From an optimization exercise on the open Yosys and OpenROAD flow, aimed at small area and a short achievable clock period; shortcuts taken in it are not production practice.
Function was not checked in any run shown here: the RTL went through the layout flow alone.
Power is estimated from default activity; no workload was simulated.

==> design/flow/design.v <==
package ooo_pkg;
	localparam int tag_w = 4;
	localparam int rob_size = 16;
	localparam int rs_size = 8;
	localparam logic [3:0] x_add = 4'b0000;
	localparam logic [3:0] x_sub = 4'b0001;
	localparam logic [3:0] x_sll = 4'b0010;
	localparam logic [3:0] x_srl = 4'b0011;
	localparam logic [3:0] x_xor = 4'b0100;
	localparam logic [3:0] x_sra = 4'b0101;
	localparam logic [3:0] x_or = 4'b0110;
	localparam logic [3:0] x_and = 4'b0111;
endpackage
`timescale 1ns/1ps
module issue_decode (
	input logic [31:0] inst,
	input logic [31:0] pc,
	input logic src1_busy,
	input logic [31:0] src1,
	input logic src2_busy,
	input logic [31:0] src2,
	output logic op1_busy,
	output logic [31:0] op1,
	output logic op2_busy,
	output logic [31:0] op2,
	output logic [3:0] op
);
	logic [6:0] opc;
	logic [2:0] f3;
	logic b5;
	logic [31:0] i_imm;
	logic [31:0] u_imm;
	logic [31:0] j_imm;
	assign opc = inst[6:0];
	assign f3 = inst[14:12];
	assign b5 = inst[30];
	assign i_imm = {{20{inst[31]}}, inst[31:20]};
	assign u_imm = {inst[31:12], 12'b0};
	assign j_imm = {{12{inst[31]}}, inst[19:12], inst[20], inst[30:21], 1'b0};
	always_comb begin
		op1_busy = src1_busy;
		op1 = src1;
		op2_busy = src2_busy;
		op2 = src2;
		op = ooo_pkg::x_add;
		case (opc)
			7'b1101111: begin  
				op1_busy = 1'b0;
				op1 = pc;
				op2_busy = 1'b0;
				op2 = j_imm;
			end
			7'b1100111: begin  
				op2_busy = 1'b0;
				op2 = i_imm;
			end
			7'b0110111: begin  
				op1_busy = 1'b0;
				op1 = u_imm;
				op2_busy = 1'b0;
				op2 = 32'b0;
			end
			7'b0010111: begin  
				op1_busy = 1'b0;
				op1 = pc;
				op2_busy = 1'b0;
				op2 = u_imm;
			end
			7'b0110011: begin  
				case (f3)
					3'b000: op = b5 ? ooo_pkg::x_sub : ooo_pkg::x_add;
					3'b001: op = ooo_pkg::x_sll;
					3'b010: op = 4'b1100;
					3'b011: op = 4'b1110;
					3'b100: op = ooo_pkg::x_xor;
					3'b101: op = b5 ? ooo_pkg::x_sra : ooo_pkg::x_srl;
					3'b110: op = ooo_pkg::x_or;
					default: op = ooo_pkg::x_and;
				endcase
			end
			7'b0010011: begin  
				op2_busy = 1'b0;
				op2 = i_imm;
				case (f3)
					3'b000: op = ooo_pkg::x_add;
					3'b001: begin
						op = ooo_pkg::x_sll;
						op2 = {27'b0, inst[24:20]};
					end
					3'b010: op = 4'b1100;
					3'b011: op = 4'b1110;
					3'b100: op = ooo_pkg::x_xor;
					3'b101: begin
						op = b5 ? ooo_pkg::x_sra : ooo_pkg::x_srl;
						op2 = {27'b0, inst[24:20]};
					end
					3'b110: op = ooo_pkg::x_or;
					default: op = ooo_pkg::x_and;
				endcase
			end
			7'b1100011: begin  
				op = {1'b1, f3[2], f3[2] & f3[1], f3[0] & (f3[2] | ~f3[1])};
			end
			default: ;
		endcase
	end
endmodule
`timescale 1ns/1ps
module ao222n (
	input logic a1,
	input logic b1,
	input logic a2,
	input logic b2,
	input logic a3,
	input logic b3,
	output logic y
);
	assign y = ~((a1 & b1) | (a2 & b2) | (a3 & b3));
endmodule
module capture_bit (
	input logic [15:0] s,
	input logic [15:0] d,
	input logic sa,
	input logic da,
	input logic sb,
	input logic db,
	input logic sh,
	input logic dh,
	output logic y
);
	logic [6:0] p;
	ao222n u0 (.a1(s[0]), .b1(d[0]), .a2(s[1]), .b2(d[1]), .a3(s[2]), .b3(d[2]), .y(p[0]));
	ao222n u1 (.a1(s[3]), .b1(d[3]), .a2(s[4]), .b2(d[4]), .a3(s[5]), .b3(d[5]), .y(p[1]));
	ao222n u2 (.a1(s[6]), .b1(d[6]), .a2(s[7]), .b2(d[7]), .a3(s[8]), .b3(d[8]), .y(p[2]));
	ao222n u3 (.a1(s[9]), .b1(d[9]), .a2(s[10]), .b2(d[10]), .a3(s[11]), .b3(d[11]), .y(p[3]));
	ao222n u4 (.a1(s[12]), .b1(d[12]), .a2(s[13]), .b2(d[13]), .a3(s[14]), .b3(d[14]), .y(p[4]));
	ao222n u5 (.a1(s[15]), .b1(d[15]), .a2(sa), .b2(da), .a3(sb), .b3(db), .y(p[5]));
	assign p[6] = ~(sh & dh);
	assign y = ~&p;
endmodule
module dispatch_bit (
	input logic [7:0] s,
	input logic [7:0] d,
	output logic y
);
	logic [2:0] p;
	ao222n u0 (.a1(s[0]), .b1(d[0]), .a2(s[1]), .b2(d[1]), .a3(s[2]), .b3(d[2]), .y(p[0]));
	ao222n u1 (.a1(s[3]), .b1(d[3]), .a2(s[4]), .b2(d[4]), .a3(s[5]), .b3(d[5]), .y(p[1]));
	assign p[2] = ~((s[6] & d[6]) | (s[7] & d[7]));
	assign y = ~&p;
endmodule
module operand_select (
	input logic ld0,
	input logic ld1,
	input logic b0_busy,
	input logic [3:0] b0_tag,
	input logic b1_busy,
	input logic [3:0] b1_tag,
	input logic h_busy,
	input logic [3:0] h_tag,
	input logic [15:0] bc_rdy,
	output logic [15:0] hit,
	output logic sa,
	output logic sb,
	output logic sh,
	output logic busy_n
);
	logic sel_busy;
	logic [3:0] sel_tag;
	logic cap;
	always_comb begin
		if (ld0) begin
			sel_busy = b0_busy;
			sel_tag = b0_tag;
		end else if (ld1) begin
			sel_busy = b1_busy;
			sel_tag = b1_tag;
		end else begin
			sel_busy = h_busy;
			sel_tag = h_tag;
		end
		for (int t = 0; t < 16; t++) begin
			hit[t] = sel_busy && (sel_tag == t) && bc_rdy[t];
		end
	end
	assign cap = |hit;
	assign sa = ld0 & ~cap;
	assign sb = ld1 & ~cap;
	assign sh = ~ld0 & ~ld1 & ~cap;
	assign busy_n = sel_busy & ~cap;
endmodule
`timescale 1ns/1ps
module rs_control (
	input logic [7:0] valid,
	input logic [7:0] ready,
	output logic [7:0] alloc0,
	output logic [7:0] alloc1,
	output logic [7:0] disp,
	output logic [3:0] num_free,
	output logic [1:0] accept
);
	logic [7:0] free;
	logic [7:0] free_rest;
	assign free = ~valid;
	assign alloc0 = free & (~free + 8'd1);
	assign free_rest = free & ~alloc0;
	assign alloc1 = free_rest & (~free_rest + 8'd1);
	assign disp = ready & (~ready + 8'd1);
	always_comb begin
		num_free = '0;
		for (int i = 0; i < 8; i++) begin
			num_free = num_free + {3'b0, free[i]};
		end
	end
	assign accept[0] = |free;
	assign accept[1] = |free_rest;
endmodule
`timescale 1ns/1ps
module exec_unit (
	input logic [3:0] op,
	input logic [31:0] a,
	input logic [31:0] b,
	output logic [31:0] y
);
	logic is_cmp;
	logic sub;
	logic [31:0] bx;
	logic [33:0] sum_w;
	logic [31:0] sum;
	logic carry;
	logic eq;
	logic lt;
	logic ltu;
	logic cmp_out;
	logic right;
	logic [31:0] sh_in;
	logic [31:0] sh_r;
	logic [31:0] sh_out;
	logic fill;
	logic [31:0] alu_out;
	assign is_cmp = op[3];
	assign sub = is_cmp | (op[2:0] == 3'b001);
	assign bx = sub ? ~b : b;
	assign sum_w = {1'b0, a, 1'b1} + {1'b0, bx, sub};
	assign sum = sum_w[32:1];
	assign carry = sum_w[33];
	assign eq = (a == b);
	assign ltu = ~carry;
	assign lt = (a[31] ^ b[31]) ? a[31] : sum[31];
	assign cmp_out = (op[2] ? (op[1] ? ltu : lt) : eq) ^ op[0];
	assign right = op[0] | op[2];
	assign fill = op[2] & a[31];
	always_comb begin
		for (int k = 0; k < 32; k++) begin
			sh_in[k] = right ? a[k] : a[31-k];
		end
	end
	assign sh_r = $unsigned($signed({fill, sh_in}) >>> b[4:0]);
	always_comb begin
		for (int k = 0; k < 32; k++) begin
			sh_out[k] = right ? sh_r[k] : sh_r[31-k];
		end
	end
	always_comb begin
		case (op[2:0])
			3'b000, 3'b001: alu_out = sum;
			3'b010, 3'b011, 3'b101: alu_out = sh_out;
			3'b100: alu_out = a ^ b;
			3'b110: alu_out = a | b;
			default: alu_out = a & b;
		endcase
	end
	assign y = is_cmp ? {31'b0, cmp_out} : alu_out;
endmodule
`timescale 1ns/1ps
module issue_exec_slice (
	input logic [3:0] front,
	input logic [3:0] rear,
	input logic [3:0] ftag,
	input logic [7:0][3:0] tags,
	output logic [7:0] keep
);
	logic wrap_all;
	logic no_wrap;
	assign wrap_all = (rear + 4'd1) == ftag;
	assign no_wrap = front <= ftag;
	always_comb begin
		for (int i = 0; i < 8; i++) begin
			if (wrap_all) begin
				keep[i] = 1'b1;
			end else if (no_wrap) begin
				keep[i] = (tags[i] >= front) && (tags[i] < ftag);
			end else begin
				keep[i] = (tags[i] >= front) || (tags[i] < ftag);
			end
		end
	end
endmodule
`timescale 1ns/1ps
module ooo_issue_exec_top (
	input logic clk,
	input logic rst,
	input logic [1:0] issue_valid,
	input logic [3:0] issue0_tag,
	input logic [31:0] issue0_inst,
	input logic [31:0] issue0_pc,
	input logic issue0_src1_busy,
	input logic [31:0] issue0_src1,
	input logic issue0_src2_busy,
	input logic [31:0] issue0_src2,
	input logic [3:0] issue1_tag,
	input logic [31:0] issue1_inst,
	input logic [31:0] issue1_pc,
	input logic issue1_src1_busy,
	input logic [31:0] issue1_src1,
	input logic issue1_src2_busy,
	input logic [31:0] issue1_src2,
	input logic [15:0] bcast_rdy,
	input logic [511:0] bcast_data,
	input logic flush_valid,
	input logic [3:0] flush_front_tag,
	input logic [3:0] flush_rear_tag,
	input logic [3:0] flush_tag,
	output logic [1:0] accept,
	output logic [3:0] num_free,
	output logic result_valid,
	output logic [3:0] result_tag,
	output logic [31:0] result_data
);
	logic [7:0] valid;
	logic [7:0][3:0] tag;
	logic [7:0][3:0] op;
	logic [7:0] b1;
	logic [7:0] b2;
	logic [7:0][31:0] v1;
	logic [7:0][31:0] v2;
	logic d0_b1, d0_b2, d1_b1, d1_b2;
	logic [31:0] d0_v1, d0_v2, d1_v1, d1_v2;
	logic [3:0] d0_op, d1_op;
	logic [7:0] ready;
	logic [7:0] alloc0;
	logic [7:0] alloc1;
	logic [7:0] disp;
	logic [7:0] ld0;
	logic [7:0] ld1;
	logic [7:0] keep;
	logic [7:0] b1_n;
	logic [7:0] b2_n;
	logic [7:0][31:0] v1_n;
	logic [7:0][31:0] v2_n;
	logic [3:0] disp_tag;
	logic [3:0] disp_op;
	logic [31:0] disp_a;
	logic [31:0] disp_b;
	logic [31:0] alu_y;
	issue_decode dec0 (
		.inst(issue0_inst), .pc(issue0_pc),
		.src1_busy(issue0_src1_busy), .src1(issue0_src1),
		.src2_busy(issue0_src2_busy), .src2(issue0_src2),
		.op1_busy(d0_b1), .op1(d0_v1), .op2_busy(d0_b2), .op2(d0_v2), .op(d0_op)
	);
	issue_decode dec1 (
		.inst(issue1_inst), .pc(issue1_pc),
		.src1_busy(issue1_src1_busy), .src1(issue1_src1),
		.src2_busy(issue1_src2_busy), .src2(issue1_src2),
		.op1_busy(d1_b1), .op1(d1_v1), .op2_busy(d1_b2), .op2(d1_v2), .op(d1_op)
	);
	assign ready = valid & ~b1 & ~b2;
	rs_control ctrl0 (
		.valid(valid), .ready(ready), .alloc0(alloc0), .alloc1(alloc1), .disp(disp),
		.num_free(num_free), .accept(accept)
	);
	assign ld0 = alloc0 & {8{issue_valid[0] & accept[0] & ~flush_valid}};
	assign ld1 = alloc1 & {8{issue_valid[1] & accept[1] & ~flush_valid}};
	issue_exec_slice fl0 (
		.front(flush_front_tag), .rear(flush_rear_tag), .ftag(flush_tag), .tags(tag), .keep(keep)
	);
	for (genvar i = 0; i < 8; i++) begin : g_slot
		logic [15:0] h1;
		logic [15:0] h2;
		logic sa1, sb1, sh1, sa2, sb2, sh2;
		operand_select os1 (
			.ld0(ld0[i]), .ld1(ld1[i]),
			.b0_busy(d0_b1), .b0_tag(d0_v1[3:0]), .b1_busy(d1_b1), .b1_tag(d1_v1[3:0]),
			.h_busy(b1[i]), .h_tag(v1[i][3:0]), .bc_rdy(bcast_rdy),
			.hit(h1), .sa(sa1), .sb(sb1), .sh(sh1), .busy_n(b1_n[i])
		);
		operand_select os2 (
			.ld0(ld0[i]), .ld1(ld1[i]),
			.b0_busy(d0_b2), .b0_tag(d0_v2[3:0]), .b1_busy(d1_b2), .b1_tag(d1_v2[3:0]),
			.h_busy(b2[i]), .h_tag(v2[i][3:0]), .bc_rdy(bcast_rdy),
			.hit(h2), .sa(sa2), .sb(sb2), .sh(sh2), .busy_n(b2_n[i])
		);
		for (genvar k = 0; k < 32; k++) begin : g_bit
			logic [15:0] d;
			for (genvar t = 0; t < 16; t++) begin : g_src
				assign d[t] = bcast_data[32*t + k];
			end
			capture_bit cb1 (
				.s(h1), .d(d), .sa(sa1), .da(d0_v1[k]), .sb(sb1), .db(d1_v1[k]),
				.sh(sh1), .dh(v1[i][k]), .y(v1_n[i][k])
			);
			capture_bit cb2 (
				.s(h2), .d(d), .sa(sa2), .da(d0_v2[k]), .sb(sb2), .db(d1_v2[k]),
				.sh(sh2), .dh(v2[i][k]), .y(v2_n[i][k])
			);
		end
		always_ff @(posedge clk) begin
			if (rst) begin
				valid[i] <= 1'b0;
			end else begin
				valid[i] <= ((valid[i] && !(flush_valid && !keep[i])) || ld0[i] || ld1[i]) && !disp[i];
			end
		end
		always_ff @(posedge clk) begin
			if (ld0[i]) begin
				tag[i] <= issue0_tag;
				op[i] <= d0_op;
			end else if (ld1[i]) begin
				tag[i] <= issue1_tag;
				op[i] <= d1_op;
			end
			b1[i] <= b1_n[i];
			b2[i] <= b2_n[i];
			v1[i] <= v1_n[i];
			v2[i] <= v2_n[i];
		end
	end
	for (genvar k = 0; k < 32; k++) begin : g_da
		logic [7:0] xa;
		logic [7:0] xb;
		for (genvar i = 0; i < 8; i++) begin : g_s
			assign xa[i] = v1[i][k];
			assign xb[i] = v2[i][k];
		end
		dispatch_bit dba (.s(disp), .d(xa), .y(disp_a[k]));
		dispatch_bit dbb (.s(disp), .d(xb), .y(disp_b[k]));
	end
	for (genvar k = 0; k < 4; k++) begin : g_dt
		logic [7:0] xt;
		logic [7:0] xo;
		for (genvar i = 0; i < 8; i++) begin : g_s
			assign xt[i] = tag[i][k];
			assign xo[i] = op[i][k];
		end
		dispatch_bit dbt (.s(disp), .d(xt), .y(disp_tag[k]));
		dispatch_bit dbo (.s(disp), .d(xo), .y(disp_op[k]));
	end
	exec_unit exec0 (.op(disp_op), .a(disp_a), .b(disp_b), .y(alu_y));
	always_ff @(posedge clk) begin
		if (rst) begin
			result_valid <= 1'b0;
		end else begin
			result_valid <= |disp;
		end
	end
	always_ff @(posedge clk) begin
		result_tag <= disp_tag;
		result_data <= alu_y;
	end
endmodule
==> design/flow/run.sh <==
#!/bin/bash
# synth_recipe.tcl (not shown) runs the flow's synth.tcl, then flattens the netlist and writes it again
# the make line also repeats each setting of config.mk as NAME=value (left out here)
make -C /OpenROAD-flow-scripts/flow DESIGN_CONFIG=/design/flow/config.mk WORK_HOME=/design/flow/orfs CLKGATE_MAP_FILE= SYNTH_SCRIPT=/design/flow/synth_recipe.tcl finish
==> design/flow/config.mk <==
export PLATFORM = sky130hd
export DESIGN_NAME = ooo_issue_exec_top
export DESIGN_NICKNAME = ooo_issue_exec_top
export VERILOG_FILES = /design/flow/design.v
export SDC_FILE = /design/flow/constraint.sdc
export NUM_CORES = 8
export LEC_CHECK = 0
export CAP_MARGIN = 20
export CORE_MARGIN = 2
export CORE_UTILIZATION = 40
export SLEW_MARGIN = 20
export SYNTH_HIERARCHICAL = 1
export SYNTH_MINIMUM_KEEP_SIZE = 0
==> design/flow/constraint.sdc <==
create_clock -name core_clock -period 8.5 [get_ports {clk}]
set_input_delay 1.7000 -clock core_clock [delete_from_list [all_inputs] [get_ports {clk}]]
set_output_delay 1.7000 -clock core_clock [all_outputs]
set_load 0.01 [all_outputs]
==> flow_summary.ini, run 1 <==
[global_routing]
track_usage_pct = 101
grt_pass1_vias = 147000
grt_max_degree = 74
grt_pass1_wl_um = 1420000
overflow = 8353

[logic_synthesis]
yosysWarnings = 12
muxShareOfSynthArea_pct = 6.17
synth-xor-area-share_pct = 0.818
synth-simple-area-share_pct = 21.5
yosysTopAreaCell = a222oi_1
synthAdderAreaFrac_pct = 3.06
synth_compound_area_share_pct = 48.9
ys_seq_elements = 637
synth_cell_type_count = 103
synth_edf_count = 64
ys_top_cells_by_area = a222oi_1 (42%), dfxtp_1 (15%), and4_1 (5.8%)
synth_area_mm2 = 0.0771
synthArstFlopShare_pct = 0
synth_area_per_cell_um2 = 9.26
yosysSeqAreaShare_pct = 17.4
synth_flop_cell = dfxtp_1
synth_top_family_by_area = compound AO/OA/AOI/OAI gates
synth_top_area_share_pct = 41.9
synthTopCellsByCount = a222oi_1 (3225), nand2_1 (777), dfxtp_1 (573)
yosysMostFrequentCell = a222oi_1
syn_inst = 8324
synth_nets = 9313

[run_status]
status = did not finish
haltStage = 5_1_grt
firstError = [ERROR GRT-0116] Global routing finished with congestion. Check the congestion regions in the DRC Viewer.

[cts]
cts_setup_buffers = 0
cts.sinks = 637
ctsResizeCount = 0
clockBufferDepth = 3
cts_max_level = 3
cts_hold_buffers = 0
numCtsBuffers = 88
clockRootBuffer = clkbuf_16

[placed_design]
dp_cells = 12100
post-place-ws_ns = 0.710
io_buffers = 845
dpl_cell_area_mm2 = 0.0950
detailed_place_hpwl_um = 554000
gp_congestion = 1.23

[floorplanning]
die_h_um = 443
initial_utilization_pct = 40.2
rows = 161
io_pins = 856
die_x_um = 443
kinds of logic after synthesis:
| group | Yosys count |
|---|---|
| buffers and inverters | 355 |
| adder cells (fa/ha/maj) | 188 |
| XOR/XNOR | 72 |
| flip-flops | 637 |
| AO/OA/AOI/OAI | 3966 |
| AND/OR/NAND/NOR | 2741 |
| other | 1 |
| multiplexers | 364 |
Yosys stat by module (local to each module, per instance), a selection:
module              cell area (um2)  cells inside  flip-flops and latches  times used
ao222n                         10.0             1                       0        3216
capture_bit                    18.8             3                       0         512
exec_unit                      7010           996                       0           1
issue_decode                   1210           192                       0           2
ooo_issue_exec_top            14600           782                     637           1
rs_control                      546            78                       0           1
per-layer routing:
| layer | overflow | track usage [%] |
|---|---|---|
| met5 | 169 | 89.8 |
| met4 | 1801 | 102 |
| met3 | 1479 | 98.2 |
| met2 | 3335 | 106 |
| met1 | 1569 | 99.0 |
worst max path at each step:
stage | from | end | slack (ns) | cells after the start
floorplan | valid[0] | result_data[0] | 0.20 | 21
global placement | issue1_inst[1] | v1[253] | 0.69 | 15
detailed placement | issue1_inst[1] | v1[194] | 0.71 | 13
CTS | valid[2] | result_data[0] | 1.27 | 21
power groups by stage:
stage / Combinational [mW] / Clock, mW / Sequential, mW
after CTS: 9.06 / 3.95 / 4.33
after detailed placement: 9.03 / 0 / 4.39
after floorplan: 4.48 / 0 / 4.23
after global placement: 8.91 / 0 / 4.36
==> run 2: changes to the inputs <==
--- a/design/flow/design.v
+++ b/design/flow/design.v
@@ -23,7 +23,12 @@
 	output logic [31:0] op1,
 	output logic op2_busy,
 	output logic [31:0] op2,
-	output logic [3:0] op
+	output logic [3:0] op,
+	input logic [15:0] bc_rdy,
+	output logic [15:0] hit1,
+	output logic [15:0] hit2,
+	output logic cap1,
+	output logic cap2
 );
 	logic [6:0] opc;
 	logic [2:0] f3;
@@ -104,6 +109,14 @@
 			default: ;
 		endcase
 	end
+	always_comb begin
+		for (int t = 0; t < 16; t++) begin
+			hit1[t] = op1_busy && (op1[3:0] == t) && bc_rdy[t];
+			hit2[t] = op2_busy && (op2[3:0] == t) && bc_rdy[t];
+		end
+	end
+	assign cap1 = |hit1;
+	assign cap2 = |hit2;
 endmodule
 `timescale 1ns/1ps
 module ao222n (
@@ -152,47 +165,50 @@
 module operand_select (
 	input logic ld0,
 	input logic ld1,
-	input logic b0_busy,
-	input logic [3:0] b0_tag,
-	input logic b1_busy,
-	input logic [3:0] b1_tag,
+	input logic [15:0] l0_hit,
+	input logic l0_cap,
+	input logic l0_busy,
+	input logic [15:0] l1_hit,
+	input logic l1_cap,
+	input logic l1_busy,
+	input logic h_valid,
 	input logic h_busy,
 	input logic [3:0] h_tag,
 	input logic [15:0] bc_rdy,
-	output logic [15:0] hit,
-	output logic sa,
-	output logic sb,
-	output logic sh,
+	output logic [15:0] s,
+	output logic sa_lo,
+	output logic sa_hi,
+	output logic sb_lo,
+	output logic sb_hi,
+	output logic sh_lo,
+	output logic sh_hi,
 	output logic busy_n
 );
-	logic sel_busy;
-	logic [3:0] sel_tag;
-	logic cap;
+	logic [15:0] h_hit;
+	logic h_wait;
+	logic h_cap;
+	logic hold;
+	assign h_wait = h_valid & h_busy;
 	always_comb begin
-		if (ld0) begin
-			sel_busy = b0_busy;
-			sel_tag = b0_tag;
-		end else if (ld1) begin
-			sel_busy = b1_busy;
-			sel_tag = b1_tag;
-		end else begin
-			sel_busy = h_busy;
-			sel_tag = h_tag;
-		end
 		for (int t = 0; t < 16; t++) begin
-			hit[t] = sel_busy && (sel_tag == t) && bc_rdy[t];
+			h_hit[t] = h_wait && (h_tag == t) && bc_rdy[t];
 		end
 	end
-	assign cap = |hit;
-	assign sa = ld0 & ~cap;
-	assign sb = ld1 & ~cap;
-	assign sh = ~ld0 & ~ld1 & ~cap;
-	assign busy_n = sel_busy & ~cap;
+	assign hold = ~ld0 & ~ld1;
+	assign s = (l0_hit & {16{ld0}}) | (l1_hit & {16{ld1}}) | h_hit;
+	assign h_cap = h_wait & bc_rdy[h_tag];
+	assign sa_lo = ld0 & ~l0_cap;
+	assign sa_hi = ld0 & ~l0_busy;
+	assign sb_lo = ld1 & ~l1_cap;
+	assign sb_hi = ld1 & ~l1_busy;
+	assign sh_lo = hold & ~h_cap;
+	assign sh_hi = hold & ~h_busy;
+	assign busy_n = ld0 ? (l0_busy & ~l0_cap) : ld1 ? (l1_busy & ~l1_cap) : (h_busy & ~h_cap);
 endmodule
 `timescale 1ns/1ps
 module rs_control (
-	input logic [7:0] valid,
-	input logic [7:0] ready,
+	input logic [7:0] valid_n,
+	input logic [7:0] ready_n,
 	output logic [7:0] alloc0,
 	output logic [7:0] alloc1,
 	output logic [7:0] disp,
@@ -200,12 +216,23 @@
 	output logic [1:0] accept
 );
 	logic [7:0] free;
-	logic [7:0] free_rest;
-	assign free = ~valid;
-	assign alloc0 = free & (~free + 8'd1);
-	assign free_rest = free & ~alloc0;
-	assign alloc1 = free_rest & (~free_rest + 8'd1);
-	assign disp = ready & (~ready + 8'd1);
+	logic [7:0] free_before;
+	logic [7:0] two_before;
+	logic [7:0] ready_before;
+	assign free = ~valid_n;
+	always_comb begin
+		free_before[0] = 1'b0;
+		two_before[0] = 1'b0;
+		ready_before[0] = 1'b0;
+		for (int i = 1; i < 8; i++) begin
+			free_before[i] = free_before[i-1] | free[i-1];
+			two_before[i] = two_before[i-1] | (free_before[i-1] & free[i-1]);
+			ready_before[i] = ready_before[i-1] | ready_n[i-1];
+		end
+	end
+	assign alloc0 = free & ~free_before;
+	assign alloc1 = free & free_before & ~two_before;
+	assign disp = ready_n & ~ready_before;
 	always_comb begin
 		num_free = '0;
 		for (int i = 0; i < 8; i++) begin
@@ -213,7 +240,7 @@
 		end
 	end
 	assign accept[0] = |free;
-	assign accept[1] = |free_rest;
+	assign accept[1] = free_before[7] & free[7] | two_before[7];
 endmodule
 `timescale 1ns/1ps
 module exec_unit (
@@ -277,21 +304,20 @@
 	input logic [3:0] front,
 	input logic [3:0] rear,
 	input logic [3:0] ftag,
-	input logic [7:0][3:0] tags,
-	output logic [7:0] keep
+	output logic [15:0] keep
 );
 	logic wrap_all;
 	logic no_wrap;
 	assign wrap_all = (rear + 4'd1) == ftag;
 	assign no_wrap = front <= ftag;
 	always_comb begin
-		for (int i = 0; i < 8; i++) begin
+		for (int t = 0; t < 16; t++) begin
 			if (wrap_all) begin
-				keep[i] = 1'b1;
+				keep[t] = 1'b1;
 			end else if (no_wrap) begin
-				keep[i] = (tags[i] >= front) && (tags[i] < ftag);
+				keep[t] = (t >= front) && (t < ftag);
 			end else begin
-				keep[i] = (tags[i] >= front) || (tags[i] < ftag);
+				keep[t] = (t >= front) || (t < ftag);
 			end
 		end
 	end
@@ -334,20 +360,30 @@
 	logic [7:0] b2;
 	logic [7:0][31:0] v1;
 	logic [7:0][31:0] v2;
+	logic [7:0] disp;
+	logic [7:0] alloc0;
+	logic [7:0] alloc1;
+	logic [3:0] nf;
+	logic [1:0] acc;
 	logic d0_b1, d0_b2, d1_b1, d1_b2;
 	logic [31:0] d0_v1, d0_v2, d1_v1, d1_v2;
 	logic [3:0] d0_op, d1_op;
-	logic [7:0] ready;
-	logic [7:0] alloc0;
-	logic [7:0] alloc1;
-	logic [7:0] disp;
+	logic [15:0] d0_s1, d0_s2, d1_s1, d1_s2;
+	logic d0_c1, d0_c2, d1_c1, d1_c2;
 	logic [7:0] ld0;
 	logic [7:0] ld1;
-	logic [7:0] keep;
+	logic [15:0] keep_tag;
+	logic [7:0] valid_n;
+	logic [7:0] ready_n;
 	logic [7:0] b1_n;
 	logic [7:0] b2_n;
 	logic [7:0][31:0] v1_n;
 	logic [7:0][31:0] v2_n;
+	logic [7:0] disp_n;
+	logic [7:0] alloc0_n;
+	logic [7:0] alloc1_n;
+	logic [3:0] nf_n;
+	logic [1:0] acc_n;
 	logic [3:0] disp_tag;
 	logic [3:0] disp_op;
 	logic [31:0] disp_a;
@@ -357,62 +393,74 @@
 		.inst(issue0_inst), .pc(issue0_pc),
 		.src1_busy(issue0_src1_busy), .src1(issue0_src1),
 		.src2_busy(issue0_src2_busy), .src2(issue0_src2),
-		.op1_busy(d0_b1), .op1(d0_v1), .op2_busy(d0_b2), .op2(d0_v2), .op(d0_op)
+		.op1_busy(d0_b1), .op1(d0_v1), .op2_busy(d0_b2), .op2(d0_v2), .op(d0_op),
+		.bc_rdy(bcast_rdy), .hit1(d0_s1), .hit2(d0_s2), .cap1(d0_c1), .cap2(d0_c2)
 	);
 	issue_decode dec1 (
 		.inst(issue1_inst), .pc(issue1_pc),
 		.src1_busy(issue1_src1_busy), .src1(issue1_src1),
 		.src2_busy(issue1_src2_busy), .src2(issue1_src2),
-		.op1_busy(d1_b1), .op1(d1_v1), .op2_busy(d1_b2), .op2(d1_v2), .op(d1_op)
-	);
-	assign ready = valid & ~b1 & ~b2;
-	rs_control ctrl0 (
-		.valid(valid), .ready(ready), .alloc0(alloc0), .alloc1(alloc1), .disp(disp),
-		.num_free(num_free), .accept(accept)
+		.op1_busy(d1_b1), .op1(d1_v1), .op2_busy(d1_b2), .op2(d1_v2), .op(d1_op),
+		.bc_rdy(bcast_rdy), .hit1(d1_s1), .hit2(d1_s2), .cap1(d1_c1), .cap2(d1_c2)
 	);
-	assign ld0 = alloc0 & {8{issue_valid[0] & accept[0] & ~flush_valid}};
-	assign ld1 = alloc1 & {8{issue_valid[1] & accept[1] & ~flush_valid}};
+	assign accept = acc;
+	assign num_free = nf;
+	assign ld0 = alloc0 & {8{issue_valid[0] & acc[0] & ~flush_valid}};
+	assign ld1 = alloc1 & {8{issue_valid[1] & acc[1] & ~flush_valid}};
 	issue_exec_slice fl0 (
-		.front(flush_front_tag), .rear(flush_rear_tag), .ftag(flush_tag), .tags(tag), .keep(keep)
+		.front(flush_front_tag), .rear(flush_rear_tag), .ftag(flush_tag), .keep(keep_tag)
 	);
 	for (genvar i = 0; i < 8; i++) begin : g_slot
-		logic [15:0] h1;
-		logic [15:0] h2;
-		logic sa1, sb1, sh1, sa2, sb2, sh2;
+		logic [15:0] s1;
+		logic [15:0] s2;
+		logic sa1_lo, sa1_hi, sb1_lo, sb1_hi, sh1_lo, sh1_hi;
+		logic sa2_lo, sa2_hi, sb2_lo, sb2_hi, sh2_lo, sh2_hi;
 		operand_select os1 (
 			.ld0(ld0[i]), .ld1(ld1[i]),
-			.b0_busy(d0_b1), .b0_tag(d0_v1[3:0]), .b1_busy(d1_b1), .b1_tag(d1_v1[3:0]),
-			.h_busy(b1[i]), .h_tag(v1[i][3:0]), .bc_rdy(bcast_rdy),
-			.hit(h1), .sa(sa1), .sb(sb1), .sh(sh1), .busy_n(b1_n[i])
+			.l0_hit(d0_s1), .l0_cap(d0_c1), .l0_busy(d0_b1),
+			.l1_hit(d1_s1), .l1_cap(d1_c1), .l1_busy(d1_b1),
+			.h_valid(valid[i]), .h_busy(b1[i]), .h_tag(v1[i][3:0]), .bc_rdy(bcast_rdy),
+			.s(s1), .sa_lo(sa1_lo), .sa_hi(sa1_hi), .sb_lo(sb1_lo), .sb_hi(sb1_hi),
+			.sh_lo(sh1_lo), .sh_hi(sh1_hi), .busy_n(b1_n[i])
 		);
 		operand_select os2 (
 			.ld0(ld0[i]), .ld1(ld1[i]),
-			.b0_busy(d0_b2), .b0_tag(d0_v2[3:0]), .b1_busy(d1_b2), .b1_tag(d1_v2[3:0]),
-			.h_busy(b2[i]), .h_tag(v2[i][3:0]), .bc_rdy(bcast_rdy),
-			.hit(h2), .sa(sa2), .sb(sb2), .sh(sh2), .busy_n(b2_n[i])
+			.l0_hit(d0_s2), .l0_cap(d0_c2), .l0_busy(d0_b2),
+			.l1_hit(d1_s2), .l1_cap(d1_c2), .l1_busy(d1_b2),
+			.h_valid(valid[i]), .h_busy(b2[i]), .h_tag(v2[i][3:0]), .bc_rdy(bcast_rdy),
+			.s(s2), .sa_lo(sa2_lo), .sa_hi(sa2_hi), .sb_lo(sb2_lo), .sb_hi(sb2_hi),
+			.sh_lo(sh2_lo), .sh_hi(sh2_hi), .busy_n(b2_n[i])
 		);
 		for (genvar k = 0; k < 32; k++) begin : g_bit
 			logic [15:0] d;
 			for (genvar t = 0; t < 16; t++) begin : g_src
 				assign d[t] = bcast_data[32*t + k];
 			end
-			capture_bit cb1 (
-				.s(h1), .d(d), .sa(sa1), .da(d0_v1[k]), .sb(sb1), .db(d1_v1[k]),
-				.sh(sh1), .dh(v1[i][k]), .y(v1_n[i][k])
-			);
-			capture_bit cb2 (
-				.s(h2), .d(d), .sa(sa2), .da(d0_v2[k]), .sb(sb2), .db(d1_v2[k]),
-				.sh(sh2), .dh(v2[i][k]), .y(v2_n[i][k])
-			);
-		end
-		always_ff @(posedge clk) begin
-			if (rst) begin
-				valid[i] <= 1'b0;
-			end else begin
-				valid[i] <= ((valid[i] && !(flush_valid && !keep[i])) || ld0[i] || ld1[i]) && !disp[i];
+			if (k < 4) begin : g_lo
+				capture_bit cb1 (
+					.s(s1), .d(d), .sa(sa1_lo), .da(d0_v1[k]), .sb(sb1_lo), .db(d1_v1[k]),
+					.sh(sh1_lo), .dh(v1[i][k]), .y(v1_n[i][k])
+				);
+				capture_bit cb2 (
+					.s(s2), .d(d), .sa(sa2_lo), .da(d0_v2[k]), .sb(sb2_lo), .db(d1_v2[k]),
+					.sh(sh2_lo), .dh(v2[i][k]), .y(v2_n[i][k])
+				);
+			end else begin : g_hi
+				capture_bit cb1 (
+					.s(s1), .d(d), .sa(sa1_hi), .da(d0_v1[k]), .sb(sb1_hi), .db(d1_v1[k]),
+					.sh(sh1_hi), .dh(v1[i][k]), .y(v1_n[i][k])
+				);
+				capture_bit cb2 (
+					.s(s2), .d(d), .sa(sa2_hi), .da(d0_v2[k]), .sb(sb2_hi), .db(d1_v2[k]),
+					.sh(sh2_hi), .dh(v2[i][k]), .y(v2_n[i][k])
+				);
 			end
 		end
+		assign valid_n[i] = ~rst & ((valid[i] & ~(flush_valid & ~keep_tag[tag[i]])) | ld0[i] | ld1[i])
+			& ~disp[i];
+		assign ready_n[i] = valid_n[i] & ~b1_n[i] & ~b2_n[i];
 		always_ff @(posedge clk) begin
+			valid[i] <= valid_n[i];
 			if (ld0[i]) begin
 				tag[i] <= issue0_tag;
 				op[i] <= d0_op;
@@ -426,6 +474,17 @@
 			v2[i] <= v2_n[i];
 		end
 	end
+	rs_control ctrl0 (
+		.valid_n(valid_n), .ready_n(ready_n), .alloc0(alloc0_n), .alloc1(alloc1_n), .disp(disp_n),
+		.num_free(nf_n), .accept(acc_n)
+	);
+	always_ff @(posedge clk) begin
+		disp <= disp_n;
+		alloc0 <= alloc0_n;
+		alloc1 <= alloc1_n;
+		nf <= nf_n;
+		acc <= acc_n;
+	end
 	for (genvar k = 0; k < 32; k++) begin : g_da
 		logic [7:0] xa;
 		logic [7:0] xb;
--- a/design/flow/config.mk
+++ b/design/flow/config.mk
@@ -7,7 +7,7 @@
 export LEC_CHECK = 0
 export CAP_MARGIN = 20
 export CORE_MARGIN = 2
-export CORE_UTILIZATION = 40
+export CORE_UTILIZATION = 32
 export SLEW_MARGIN = 20
 export SYNTH_HIERARCHICAL = 1
 export SYNTH_MINIMUM_KEEP_SIZE = 0
==> run 2 against run 1 <==
- synthesized cell count increased by 9.1%
- the flow again stops in 5_1_grt
- area after synthesis increased by 4.6%
==> flow_summary.ini, run 2 <==
[logic_synthesis]
syn_inst = 9081
synth-xor-area-share_pct = 0.782
synth_cell_type_count = 110
ys_seq_elements = 667
synth_compound_area_share_pct = 49.9
synthAdderAreaFrac_pct = 1.97
ys_top_cells_by_area = a222oi_1 (41%), dfxtp_1 (15%), and4_1 (5.8%)
synth-simple-area-share_pct = 21.8
synth_nets = 10000
synth_flop_cell = dfxtp_1
yosysWarnings = 12
muxShareOfSynthArea_pct = 5.42
synth_area_mm2 = 0.0806
synth_top_area_share_pct = 40.6
synthTopCellsByCount = a222oi_1 (3269), nand2_1 (1003), dfxtp_1 (603)
synth_area_per_cell_um2 = 8.88
yosysTopAreaCell = a222oi_1
yosysMostFrequentCell = a222oi_1
synth_edf_count = 64
synth_top_family_by_area = compound AO/OA/AOI/OAI gates
yosysSeqAreaShare_pct = 17.4
synthArstFlopShare_pct = 0

[placed_design]
gp_congestion = 1.24
post-place-ws_ns = 0.573
io_buffers = 845
dpl_cell_area_mm2 = 0.0992
detailed_place_hpwl_um = 671000
dp_cells = 13600

[global_routing]
overflow = 2095
grt_pass1_vias = 161000
track_usage_pct = 91.8
grt_pass1_wl_um = 1660000
grt_max_degree = 55

[run_status]
firstError = [ERROR GRT-0116] Global routing finished with congestion. Check the congestion regions in the DRC Viewer.
status = did not finish
haltStage = 5_1_grt

[cts]
ctsResizeCount = 0
numCtsBuffers = 97
cts.sinks = 667
clockBufferDepth = 3
clockRootBuffer = clkbuf_16
cts_max_level = 3
cts_hold_buffers = 0
cts_setup_buffers = 0

[floorplanning]
io_pins = 856
die_h_um = 506
rows = 184
initial_utilization_pct = 32.1
die_x_um = 506
run 2: cell types whose count changed after synthesis, sizes merged, moves of 64 or more:
cell	delta
nand3	+183
a221o	-81
a22oi	+276
mux2	-88
nand2	+250
and3	-99
clkbuf	+67
nor2	+64
run 2: Yosys stat by module (local to each module, per instance), a selection:
module              cells  times used
operand_select         88          16
ooo_issue_exec_top    914           1
dispatch_bit            2          72
ao222n                  1        3216
issue_decode          344           2
capture_bit             3         512
run 2: worst max path at each step:
| stage | from | endpoint | slack (ns) | cells past startpoint |
|---|---|---|---|---|
| after floorplan | flush_tag[2] | nf[2] | 2.00 | 20 |
| after global placement | flush_tag[3] | nf[2] | 0.51 | 21 |
| after detailed placement | flush_tag[3] | nf[1] | 0.57 | 20 |
| after CTS | flush_tag[3] | nf[1] | 1.38 | 20 |
run 2: per-stage QoR:
step / utilization, % / hold slack [ns]
after CTS: 40.9 / 0.478
after detailed placement: 39.5 / 0.465
after global placement: 39.5 / 0.460
after floorplan: - / 0.447
run 2: kinds of logic after synthesis:
| logic type | after synthesis |
|---|---|
| fa+ha+maj | 126 |
| buf+inv | 469 |
| flops | 667 |
| other cells | 1 |
| mux | 315 |
| simple gates | 3109 |
| xor+xnor | 72 |
| compound gates | 4322 |
run 2: power groups by stage:
stage	registers [mW]	clock network, mW	logic, mW
2_1_floorplan	3.83	0	1.91
3_5_place_dp	4.01	0	4.83
3_3_place_gp	4.00	0	4.80
4_1_cts	3.94	4.58	4.84
run 2: layer usage:
| metal | GRT overflow | GRT usage, % |
|---|---|---|
| met5 | 73 | 75.1 |
| met4 | 580 | 87.7 |
| met3 | 446 | 88.8 |
| met2 | 681 | 97.1 |
| met1 | 315 | 92.4 |
==> run 3: changes to the inputs <==
--- a/design/flow/design.v
+++ b/design/flow/design.v
@@ -25,8 +25,8 @@
 	output logic [31:0] op2,
 	output logic [3:0] op,
 	input logic [15:0] bc_rdy,
-	output logic [15:0] hit1,
-	output logic [15:0] hit2,
+	output logic [15:0] sel1,
+	output logic [15:0] sel2,
 	output logic cap1,
 	output logic cap2
 );
@@ -111,12 +111,12 @@
 	end
 	always_comb begin
 		for (int t = 0; t < 16; t++) begin
-			hit1[t] = op1_busy && (op1[3:0] == t) && bc_rdy[t];
-			hit2[t] = op2_busy && (op2[3:0] == t) && bc_rdy[t];
+			sel1[t] = op1_busy && (op1[3:0] == t);
+			sel2[t] = op2_busy && (op2[3:0] == t);
 		end
 	end
-	assign cap1 = |hit1;
-	assign cap2 = |hit2;
+	assign cap1 = |(sel1 & bc_rdy);
+	assign cap2 = |(sel2 & bc_rdy);
 endmodule
 `timescale 1ns/1ps
 module ao222n (
@@ -162,19 +162,32 @@
 	assign p[2] = ~((s[6] & d[6]) | (s[7] & d[7]));
 	assign y = ~&p;
 endmodule
+module select_gate (
+	input logic a1,
+	input logic b1,
+	input logic a2,
+	input logic b2,
+	input logic a3,
+	input logic b3,
+	input logic rn,
+	output logic y
+);
+	assign y = ((a1 & b1) | (a2 & b2) | (a3 & b3)) & ~rn;
+endmodule
 module operand_select (
 	input logic ld0,
 	input logic ld1,
-	input logic [15:0] l0_hit,
+	input logic [15:0] l0_sel,
 	input logic l0_cap,
 	input logic l0_busy,
-	input logic [15:0] l1_hit,
+	input logic [15:0] l1_sel,
 	input logic l1_cap,
 	input logic l1_busy,
 	input logic h_valid,
 	input logic h_busy,
 	input logic [3:0] h_tag,
 	input logic [15:0] bc_rdy,
+	input logic [15:0] bc_rdy_n,
 	output logic [15:0] s,
 	output logic sa_lo,
 	output logic sa_hi,
@@ -184,18 +197,25 @@
 	output logic sh_hi,
 	output logic busy_n
 );
-	logic [15:0] h_hit;
 	logic h_wait;
 	logic h_cap;
 	logic hold;
+	logic [3:0] pl;
+	logic [3:0] ph;
 	assign h_wait = h_valid & h_busy;
 	always_comb begin
-		for (int t = 0; t < 16; t++) begin
-			h_hit[t] = h_wait && (h_tag == t) && bc_rdy[t];
+		for (int j = 0; j < 4; j++) begin
+			pl[j] = h_wait && (h_tag[1:0] == j);
+			ph[j] = (h_tag[3:2] == j);
 		end
 	end
+	for (genvar t = 0; t < 16; t++) begin : g_t
+		select_gate u (
+			.a1(ld0), .b1(l0_sel[t]), .a2(ld1), .b2(l1_sel[t]), .a3(pl[t % 4]), .b3(ph[t / 4]),
+			.rn(bc_rdy_n[t]), .y(s[t])
+		);
+	end
 	assign hold = ~ld0 & ~ld1;
-	assign s = (l0_hit & {16{ld0}}) | (l1_hit & {16{ld1}}) | h_hit;
 	assign h_cap = h_wait & bc_rdy[h_tag];
 	assign sa_lo = ld0 & ~l0_cap;
 	assign sa_hi = ld0 & ~l0_busy;
@@ -212,8 +232,7 @@
 	output logic [7:0] alloc0,
 	output logic [7:0] alloc1,
 	output logic [7:0] disp,
-	output logic [3:0] num_free,
-	output logic [1:0] accept
+	output logic [3:0][1:0] pair_free
 );
 	logic [7:0] free;
 	logic [7:0] free_before;
@@ -234,13 +253,10 @@
 	assign alloc1 = free & free_before & ~two_before;
 	assign disp = ready_n & ~ready_before;
 	always_comb begin
-		num_free = '0;
-		for (int i = 0; i < 8; i++) begin
-			num_free = num_free + {3'b0, free[i]};
+		for (int j = 0; j < 4; j++) begin
+			pair_free[j] = {free[2*j] & free[2*j+1], free[2*j] ^ free[2*j+1]};
 		end
 	end
-	assign accept[0] = |free;
-	assign accept[1] = free_before[7] & free[7] | two_before[7];
 endmodule
 `timescale 1ns/1ps
 module exec_unit (
@@ -260,11 +276,17 @@
 	logic ltu;
 	logic cmp_out;
 	logic right;
+	logic fill;
 	logic [31:0] sh_in;
-	logic [31:0] sh_r;
+	logic [31:0] sh1;
+	logic [31:0] sh2;
+	logic [31:0] sh3;
 	logic [31:0] sh_out;
-	logic fill;
-	logic [31:0] alu_out;
+	logic sel_sum;
+	logic sel_sh;
+	logic sel_xor;
+	logic sel_or;
+	logic sel_and;
 	assign is_cmp = op[3];
 	assign sub = is_cmp | (op[2:0] == 3'b001);
 	assign bx = sub ? ~b : b;
@@ -281,44 +303,56 @@
 		for (int k = 0; k < 32; k++) begin
 			sh_in[k] = right ? a[k] : a[31-k];
 		end
-	end
-	assign sh_r = $unsigned($signed({fill, sh_in}) >>> b[4:0]);
-	always_comb begin
 		for (int k = 0; k < 32; k++) begin
-			sh_out[k] = right ? sh_r[k] : sh_r[31-k];
+			case (b[1:0])
+				2'd0: sh1[k] = sh_in[k];
+				2'd1: sh1[k] = (k + 1 < 32) ? sh_in[(k+1)%32] : fill;
+				2'd2: sh1[k] = (k + 2 < 32) ? sh_in[(k+2)%32] : fill;
+				default: sh1[k] = (k + 3 < 32) ? sh_in[(k+3)%32] : fill;
+			endcase
+		end
+		for (int k = 0; k < 32; k++) begin
+			case (b[3:2])
+				2'd0: sh2[k] = sh1[k];
+				2'd1: sh2[k] = (k + 4 < 32) ? sh1[(k+4)%32] : fill;
+				2'd2: sh2[k] = (k + 8 < 32) ? sh1[(k+8)%32] : fill;
+				default: sh2[k] = (k + 12 < 32) ? sh1[(k+12)%32] : fill;
+			endcase
+		end
+		for (int k = 0; k < 32; k++) begin
+			sh3[k] = b[4] ? ((k + 16 < 32) ? sh2[(k+16)%32] : fill) : sh2[k];
+		end
+		for (int k = 0; k < 32; k++) begin
+			sh_out[k] = right ? sh3[k] : sh3[31-k];
 		end
 	end
-	always_comb begin
-		case (op[2:0])
-			3'b000, 3'b001: alu_out = sum;
-			3'b010, 3'b011, 3'b101: alu_out = sh_out;
-			3'b100: alu_out = a ^ b;
-			3'b110: alu_out = a | b;
-			default: alu_out = a & b;
-		endcase
-	end
-	assign y = is_cmp ? {31'b0, cmp_out} : alu_out;
+	assign sel_sum = ~op[3] & (op[2:1] == 2'b00);
+	assign sel_sh = ~op[3] & ((op[2:1] == 2'b01) | (op[2:0] == 3'b101));
+	assign sel_xor = ~op[3] & (op[2:0] == 3'b100);
+	assign sel_or = ~op[3] & (op[2:0] == 3'b110);
+	assign sel_and = ~op[3] & (op[2:0] == 3'b111);
+	assign y = ({32{sel_sum}} & sum) | ({32{sel_sh}} & sh_out) | ({32{sel_xor}} & (a ^ b))
+		| ({32{sel_or}} & (a | b)) | ({32{sel_and}} & (a & b)) | {31'b0, is_cmp & cmp_out};
 endmodule
 `timescale 1ns/1ps
 module issue_exec_slice (
 	input logic [3:0] front,
 	input logic [3:0] rear,
 	input logic [3:0] ftag,
-	output logic [15:0] keep
+	input logic [7:0][3:0] tags,
+	output logic [7:0] keep
 );
 	logic wrap_all;
 	logic no_wrap;
+	logic [7:0] ge;
+	logic [7:0] lt;
 	assign wrap_all = (rear + 4'd1) == ftag;
 	assign no_wrap = front <= ftag;
 	always_comb begin
-		for (int t = 0; t < 16; t++) begin
-			if (wrap_all) begin
-				keep[t] = 1'b1;
-			end else if (no_wrap) begin
-				keep[t] = (t >= front) && (t < ftag);
-			end else begin
-				keep[t] = (t >= front) || (t < ftag);
-			end
+		for (int i = 0; i < 8; i++) begin
+			ge[i] = tags[i] >= front;
+			lt[i] = tags[i] < ftag;
+			keep[i] = wrap_all | (no_wrap ? (ge[i] & lt[i]) : (ge[i] | lt[i]));
 		end
 	end
 endmodule
@@ -363,8 +397,7 @@
 	logic [7:0] disp;
 	logic [7:0] alloc0;
 	logic [7:0] alloc1;
-	logic [3:0] nf;
-	logic [1:0] acc;
+	logic [3:0][1:0] pair_free;
 	logic d0_b1, d0_b2, d1_b1, d1_b2;
 	logic [31:0] d0_v1, d0_v2, d1_v1, d1_v2;
 	logic [3:0] d0_op, d1_op;
@@ -372,7 +405,7 @@
 	logic d0_c1, d0_c2, d1_c1, d1_c2;
 	logic [7:0] ld0;
 	logic [7:0] ld1;
-	logic [15:0] keep_tag;
+	logic [7:0] keep;
 	logic [7:0] valid_n;
 	logic [7:0] ready_n;
 	logic [7:0] b1_n;
@@ -382,8 +415,7 @@
 	logic [7:0] disp_n;
 	logic [7:0] alloc0_n;
 	logic [7:0] alloc1_n;
-	logic [3:0] nf_n;
-	logic [1:0] acc_n;
+	logic [3:0][1:0] pair_free_n;
 	logic [3:0] disp_tag;
 	logic [3:0] disp_op;
 	logic [31:0] disp_a;
@@ -394,21 +426,22 @@
 		.src1_busy(issue0_src1_busy), .src1(issue0_src1),
 		.src2_busy(issue0_src2_busy), .src2(issue0_src2),
 		.op1_busy(d0_b1), .op1(d0_v1), .op2_busy(d0_b2), .op2(d0_v2), .op(d0_op),
-		.bc_rdy(bcast_rdy), .hit1(d0_s1), .hit2(d0_s2), .cap1(d0_c1), .cap2(d0_c2)
+		.bc_rdy(bcast_rdy), .sel1(d0_s1), .sel2(d0_s2), .cap1(d0_c1), .cap2(d0_c2)
 	);
 	issue_decode dec1 (
 		.inst(issue1_inst), .pc(issue1_pc),
 		.src1_busy(issue1_src1_busy), .src1(issue1_src1),
 		.src2_busy(issue1_src2_busy), .src2(issue1_src2),
 		.op1_busy(d1_b1), .op1(d1_v1), .op2_busy(d1_b2), .op2(d1_v2), .op(d1_op),
-		.bc_rdy(bcast_rdy), .hit1(d1_s1), .hit2(d1_s2), .cap1(d1_c1), .cap2(d1_c2)
+		.bc_rdy(bcast_rdy), .sel1(d1_s1), .sel2(d1_s2), .cap1(d1_c1), .cap2(d1_c2)
 	);
-	assign accept = acc;
-	assign num_free = nf;
-	assign ld0 = alloc0 & {8{issue_valid[0] & acc[0] & ~flush_valid}};
-	assign ld1 = alloc1 & {8{issue_valid[1] & acc[1] & ~flush_valid}};
+	assign accept = {|alloc1, |alloc0};
+	assign num_free = {2'b0, pair_free[0]} + {2'b0, pair_free[1]} + {2'b0, pair_free[2]}
+		+ {2'b0, pair_free[3]};
+	assign ld0 = alloc0 & {8{issue_valid[0] & ~flush_valid}};
+	assign ld1 = alloc1 & {8{issue_valid[1] & ~flush_valid}};
 	issue_exec_slice fl0 (
-		.front(flush_front_tag), .rear(flush_rear_tag), .ftag(flush_tag), .keep(keep_tag)
+		.front(flush_front_tag), .rear(flush_rear_tag), .ftag(flush_tag), .tags(tag), .keep(keep)
 	);
 	for (genvar i = 0; i < 8; i++) begin : g_slot
 		logic [15:0] s1;
@@ -417,17 +450,17 @@
 		logic sa2_lo, sa2_hi, sb2_lo, sb2_hi, sh2_lo, sh2_hi;
 		operand_select os1 (
 			.ld0(ld0[i]), .ld1(ld1[i]),
-			.l0_hit(d0_s1), .l0_cap(d0_c1), .l0_busy(d0_b1),
-			.l1_hit(d1_s1), .l1_cap(d1_c1), .l1_busy(d1_b1),
-			.h_valid(valid[i]), .h_busy(b1[i]), .h_tag(v1[i][3:0]), .bc_rdy(bcast_rdy),
+			.l0_sel(d0_s1), .l0_cap(d0_c1), .l0_busy(d0_b1),
+			.l1_sel(d1_s1), .l1_cap(d1_c1), .l1_busy(d1_b1),
+			.h_valid(valid[i]), .h_busy(b1[i]), .h_tag(v1[i][3:0]), .bc_rdy(bcast_rdy), .bc_rdy_n(~bcast_rdy),
 			.s(s1), .sa_lo(sa1_lo), .sa_hi(sa1_hi), .sb_lo(sb1_lo), .sb_hi(sb1_hi),
 			.sh_lo(sh1_lo), .sh_hi(sh1_hi), .busy_n(b1_n[i])
 		);
 		operand_select os2 (
 			.ld0(ld0[i]), .ld1(ld1[i]),
-			.l0_hit(d0_s2), .l0_cap(d0_c2), .l0_busy(d0_b2),
-			.l1_hit(d1_s2), .l1_cap(d1_c2), .l1_busy(d1_b2),
-			.h_valid(valid[i]), .h_busy(b2[i]), .h_tag(v2[i][3:0]), .bc_rdy(bcast_rdy),
+			.l0_sel(d0_s2), .l0_cap(d0_c2), .l0_busy(d0_b2),
+			.l1_sel(d1_s2), .l1_cap(d1_c2), .l1_busy(d1_b2),
+			.h_valid(valid[i]), .h_busy(b2[i]), .h_tag(v2[i][3:0]), .bc_rdy(bcast_rdy), .bc_rdy_n(~bcast_rdy),
 			.s(s2), .sa_lo(sa2_lo), .sa_hi(sa2_hi), .sb_lo(sb2_lo), .sb_hi(sb2_hi),
 			.sh_lo(sh2_lo), .sh_hi(sh2_hi), .busy_n(b2_n[i])
 		);
@@ -456,7 +489,7 @@
 				);
 			end
 		end
-		assign valid_n[i] = ~rst & ((valid[i] & ~(flush_valid & ~keep_tag[tag[i]])) | ld0[i] | ld1[i])
+		assign valid_n[i] = ~rst & ((valid[i] & ~(flush_valid & ~keep[i])) | ld0[i] | ld1[i])
 			& ~disp[i];
 		assign ready_n[i] = valid_n[i] & ~b1_n[i] & ~b2_n[i];
 		always_ff @(posedge clk) begin
@@ -476,14 +509,13 @@
 	end
 	rs_control ctrl0 (
 		.valid_n(valid_n), .ready_n(ready_n), .alloc0(alloc0_n), .alloc1(alloc1_n), .disp(disp_n),
-		.num_free(nf_n), .accept(acc_n)
+		.pair_free(pair_free_n)
 	);
 	always_ff @(posedge clk) begin
 		disp <= disp_n;
 		alloc0 <= alloc0_n;
 		alloc1 <= alloc1_n;
-		nf <= nf_n;
-		acc <= acc_n;
+		pair_free <= pair_free_n;
 	end
 	for (genvar k = 0; k < 32; k++) begin : g_da
 		logic [7:0] xa;
--- a/design/flow/config.mk
+++ b/design/flow/config.mk
@@ -7,7 +7,8 @@
 export LEC_CHECK = 0
 export CAP_MARGIN = 20
 export CORE_MARGIN = 2
-export CORE_UTILIZATION = 32
+export CORE_UTILIZATION = 25
+export SETUP_SLACK_MARGIN = 4
 export SLEW_MARGIN = 20
 export SYNTH_HIERARCHICAL = 1
 export SYNTH_MINIMUM_KEEP_SIZE = 0
==> run 3 against run 2 <==
- the flow again stops in 5_1_grt
- synthesized cell count decreased by 4.0%
- area after synthesis decreased by 2.2%
==> flow_summary.ini, run 3 <==
[run_status]
status = did not finish
haltStage = 5_1_grt
firstError = [ERROR GRT-0232] Routing congestion too high. Check the congestion heatmap in the GUI.

[cts]
cts.sinks = 669
clockBufferDepth = 4
clockRootBuffer = clkbuf_16
cts_max_level = 3
numCtsBuffers = 101

[logic_synthesis]
syn_inst = 8714
yosysMostFrequentCell = a222oi_1
yosysSeqAreaShare_pct = 17.8
yosysWarnings = 12
ys_top_cells_by_area = a222oi_1 (44%), dfxtp_1 (15%), and4_1 (5.7%)
synth_nets = 9699
synth_flop_cell = dfxtp_1
synthArstFlopShare_pct = 0
synth_edf_count = 64
ys_seq_elements = 669
synth_cell_type_count = 110
yosysTopAreaCell = a222oi_1
synthTopCellsByCount = a222oi_1 (3472), nand2_1 (808), dfxtp_1 (605)
synth_area_mm2 = 0.0788
synth_top_area_share_pct = 44.1
synth_area_per_cell_um2 = 9.04

[global_routing]
track_usage_pct = 71.3
overflow = 5
grt_max_degree = 49

[floorplanning]
die_x_um = 565
rows = 206
io_pins = 856
initial_utilization_pct = 25.1
die_h_um = 565

[placed_design]
gp_congestion = 1.20
detailed_place_hpwl_um = 705000
dp_cells = 14400
post-place-ws_ns = 1.24
io_buffers = 845
[run 3: changes by cell type after synthesis, sizes merged, moves of 46 or more]
cell and delta:
nor2 +300, a22oi -222, nand2 -219, a222oi +203, nand3 -147, nor3 +73
clkbuf -70, mux2i -70, o21ai -69, a21oi -63, ha +52, nand4 -46
[run 3: Yosys stat by module, one instance, submodules excluded, excerpt]
module | flip-flops and latches | area (um2) | cells inside
ao222n | 0 | 10.0 | 1
capture_bit | 0 | 18.8 | 3
dispatch_bit | 0 | 12.5 | 2
exec_unit | 0 | 6440 | 850
issue_decode | 0 | 1960 | 359
ooo_issue_exec_top | 669 | 15600 | 858
rs_control | 0 | 439 | 62
select_gate | 0 | 13.8 | 2
[run 3: cell families after synthesis]
| kind of cell | after synthesis | share of synthesized area (%) |
|---|---|---|
| xor gates and xnor gates | 70 | 0.778 |
| DFF | 669 | 17.8 |
| adders and majority gates | 181 | 2.89 |
| and+or+nand+nor | 2963 | 20.8 |
| muxes | 262 | 4.53 |
| buffers and inverters | 366 | 2.13 |
| AOI/OAI and AO/OA | 4202 | 51.1 |
| other | 1 | 0.00476 |
[run 3: worst min path at each step]
stage | start | endpoint | slack [ns] | cells past startpoint
after CTS | v1[53] | v1[53] | 0.48 | 2
after detailed placement | v2[43] | v2[43] | 0.47 | 2
after global placement | v1[45] | v1[45] | 0.46 | 2
after floorplan | v1[100] | v1[100] | 0.45 | 2
[run 3: per-layer routing]
metal	GRT overflow	GRT usage [%]
met4	2	67.6
met1	1	71.5
met2	2	79.9
met3	0	65.2
met5	0	47.1
[run 3: through the flow]
step / util [%] / area (um2)
detailed placement: 32.3 / 101000
floorplan: - / 80500
CTS: 35.3 / 111000
global placement: 32.2 / 101000
[run 3: power groups by stage]
stage	sequential (mW)	combinational, mW	clock (mW)
3_3_place_gp	4.14	4.86	0
2_1_floorplan	3.92	1.98	0
3_5_place_dp	4.14	4.85	0
4_1_cts	4.07	5.08	4.72
[run 3: what timing repair did]
item                                    4_1_cts
gates resized for setup                     558
hold buffers                                  0
endpoints found under the setup margin      577
pin swaps                                   281
setup buffers                               348
gates cloned                                 16
==> run 4: changes to the inputs <==
--- a/design/flow/config.mk
+++ b/design/flow/config.mk
@@ -8,6 +8,7 @@
 export CAP_MARGIN = 20
 export CORE_MARGIN = 2
 export CORE_UTILIZATION = 25
+export PLACE_DENSITY = 0.3
 export SETUP_SLACK_MARGIN = 4
 export SLEW_MARGIN = 20
 export SYNTH_HIERARCHICAL = 1
==> run 4 against run 3 <==
- the run again fails in 5_1_grt
- synthesized cell count unchanged
- area after synthesis unchanged
==> flow_summary.ini, run 4 <==
[logic_synthesis]
synth_edf_count = 64
ys_seq_elements = 669
synth_cell_type_count = 110
synthArstFlopShare_pct = 0
yosysMostFrequentCell = a222oi_1
synth_nets = 9699
syn_inst = 8714
yosysWarnings = 12
yosysSeqAreaShare_pct = 17.8
synth_flop_cell = dfxtp_1
synthTopCellsByCount = a222oi_1 (3472), nand2_1 (808), dfxtp_1 (605)
ys_top_cells_by_area = a222oi_1 (44%), dfxtp_1 (15%), and4_1 (5.7%)
synth_area_mm2 = 0.0788
synth_area_per_cell_um2 = 9.04
yosysTopAreaCell = a222oi_1
synth_top_area_share_pct = 44.1

[floorplanning]
initial_utilization_pct = 25.1
die_x_um = 565
io_pins = 856
die_h_um = 565
rows = 206

[run_status]
status = did not finish
firstError = [ERROR GRT-0232] Routing congestion too high. Check the congestion heatmap in the GUI.
haltStage = 5_1_grt

[placed_design]
detailed_place_hpwl_um = 721000
io_buffers = 845
post-place-ws_ns = 0.795
dpl_cell_area_mm2 = 0.102
gp_congestion = 1.15

[cts]
clockRootBuffer = clkbuf_16
cts_max_level = 3
numCtsBuffers = 105
clockBufferDepth = 4
cts.sinks = 669
cts_hold_buffers = 0

[global_routing]
track_usage_pct = 74.4
overflow = 1
grt_max_degree = 43
==> run 4: cell counts after synthesis <==
No cell type changed its count.
==> run 4: kinds of logic after synthesis <==
logic type,synth area share [%]
multiplexers,4.53
flip-flops,17.8
buffers and inverters,2.13
AND/OR/NAND/NOR,20.8
adder cells (fa/ha/maj),2.89
XOR/XNOR,0.778
other,0.00476
AO/OA/AOI/OAI,51.1
==> run 4: how the worst min path moves through the flow <==
stage / cells past startpoint / to / start
floorplan: 2 / v1[100] / v1[100]
global placement: 2 / v1[108] / v1[108]
detailed placement: 2 / v1[101] / v1[101]
CTS: 2 / v1[10] / v1[10]
==> run 4: per-stage QoR <==
stage,power [mW],utilization [%],cells
floorplan,5.90,-,8714
CTS,14.2,35.9,14900
global placement,9.10,32.2,14300
detailed placement,9.12,32.3,14300
==> run 4: per-layer routing <==
metal / GRT overflow / track usage (%)
met4: 0 / 69.0
met2: 1 / 84.5
met5: 0 / 51.8
met3: 0 / 64.8
met1: 0 / 75.9
==> run 4: power by group through the flow <==
| stage | clock network, mW | logic [mW] | registers [mW] |
|---|---|---|---|
| 2_1_floorplan | 0 | 1.98 | 3.92 |
| 3_3_place_gp | 0 | 4.91 | 4.19 |
| 3_5_place_dp | 0 | 4.92 | 4.19 |
| 4_1_cts | 4.88 | 5.26 | 4.11 |
==> run 4: Yosys stat by module (local to each module, per instance) <==
module / copies in the design / flops+latches / cell area, um2
ooo_issue_exec_top: 1 / 669 / 15600
exec_unit: 1 / 0 / 6440
issue_decode: 2 / 0 / 1960
issue_exec_slice: 1 / 0 / 1530
rs_control: 1 / 0 / 439
operand_select: 16 / 0 / 289
capture_bit: 512 / 0 / 18.8
select_gate: 256 / 0 / 13.8
dispatch_bit: 72 / 0 / 12.5
ao222n: 3216 / 0 / 10.0
==> run 4: what timing repair did <==
item / in CTS
pin swaps: 503
setup endpoints to repair: 589
cloned: 25
gates resized for setup: 773
buffers inserted: 389
==> run 5: changes to the inputs <==
--- a/design/flow/config.mk
+++ b/design/flow/config.mk
@@ -7,8 +7,8 @@
 export LEC_CHECK = 0
 export CAP_MARGIN = 20
 export CORE_MARGIN = 2
-export CORE_UTILIZATION = 25
-export PLACE_DENSITY = 0.3
+export CORE_UTILIZATION = 18
+export PLACE_DENSITY = 0.24
 export SETUP_SLACK_MARGIN = 4
 export SLEW_MARGIN = 20
 export SYNTH_HIERARCHICAL = 1
==> run 5 against run 4 <==
- the run again fails in 5_1_grt
- area after synthesis did not move
- synthesized cell count did not move
==> flow_summary.ini, run 5 <==
[logic_synthesis]
synth_cell_type_count = 110
yosysTopAreaCell = a222oi_1
synthTopCellsByCount = a222oi_1 (3472), nand2_1 (808), dfxtp_1 (605)
synth-simple-area-share_pct = 20.8
synthArstFlopShare_pct = 0
syn_inst = 8714
synth_top_area_share_pct = 44.1
synth_nets = 9699
yosysWarnings = 12
ys_seq_elements = 669
synth_compound_area_share_pct = 51.1
synth_flop_cell = dfxtp_1
synth_area_mm2 = 0.0788
yosysSeqAreaShare_pct = 17.8
yosysMostFrequentCell = a222oi_1
synth_edf_count = 64
ys_top_cells_by_area = a222oi_1 (44%), dfxtp_1 (15%), and4_1 (5.7%)
synth_top_family_by_area = compound AO/OA/AOI/OAI gates
muxShareOfSynthArea_pct = 4.53
synth-xor-area-share_pct = 0.778
synthAdderAreaFrac_pct = 2.89
synth_area_per_cell_um2 = 9.04

[global_routing]
track_usage_pct = 65.1
grt_max_degree = 50
overflow = 1

[floorplanning]
initial_utilization_pct = 18.1
rows = 242
die_h_um = 666
die_x_um = 666
io_pins = 856

[run_status]
status = did not finish
firstError = [ERROR GRT-0232] Routing congestion too high. Check the congestion heatmap in the GUI.
haltStage = 5_1_grt

[cts]
cts_max_level = 3
numCtsBuffers = 115
cts.sinks = 669
clockRootBuffer = clkbuf_16
clockBufferDepth = 4

[placed_design]
gp_congestion = 1.09
io_buffers = 845
detailed_place_hpwl_um = 880000
post-place-ws_ns = 0.650
-- run 5: cell counts after synthesis --
No cell type changed its count.
-- run 5: worst min path at each step --
stage               to  depth (start not counted)
4_1_cts        v1[176]                          2
3_5_place_dp   v1[176]                          2
3_3_place_gp   v1[208]                          2
2_1_floorplan  v1[100]                          2
-- run 5: timing repair --
| action | in CTS |
|---|---|
| buffers inserted | 513 |
| hold buffers | 0 |
| resized for setup | 892 |
| gates cloned | 30 |
| hold endpoints to repair | 0 |
| pin swaps | 654 |
| endpoints found under the setup margin | 589 |
-- run 5: power groups by stage --
stage	Combinational (mW)	Clock (mW)	Sequential, mW
2_1_floorplan	1.98	0	3.92
3_3_place_gp	5.42	0	4.19
3_5_place_dp	5.41	0	4.19
4_1_cts	5.86	5.43	4.12
-- run 5: Yosys stat by module (local to each module, per instance), excerpt --
module | flip-flops and latches | area, um2
dispatch_bit | 0 | 12.5
select_gate | 0 | 13.8
issue_decode | 0 | 1960
rs_control | 0 | 439
issue_exec_slice | 0 | 1530
capture_bit | 0 | 18.8
-- run 5: kinds of logic after synthesis --
group,after synthesis
AOI/OAI and AO/OA,4202
other,1
xor gates and xnor gates,70
DFF,669
muxes,262
adders and majority gates,181
and+or+nand+nor,2963
buffers and inverters,366
-- run 5: routing by layer --
| layer | track usage (%) | GRT overflow |
|---|---|---|
| met1 | 64.4 | 0 |
| met2 | 79.8 | 1 |
| met3 | 50.9 | 0 |
| met4 | 65.0 | 0 |
| met5 | 35.0 | 0 |
-- run 5: stage by stage --
| stage | total power [mW] | instances | hold WS [ns] | area (um2) | utilization [%] |
|---|---|---|---|---|---|
| floorplan | 5.90 | 8714 | 0.447 | 80500 | - |
| global placement | 9.60 | 16100 | 0.460 | 106000 | 24.4 |
| detailed placement | 9.60 | 16100 | 0.465 | 107000 | 24.6 |
| CTS | 15.4 | 16800 | 0.478 | 120000 | 27.7 |
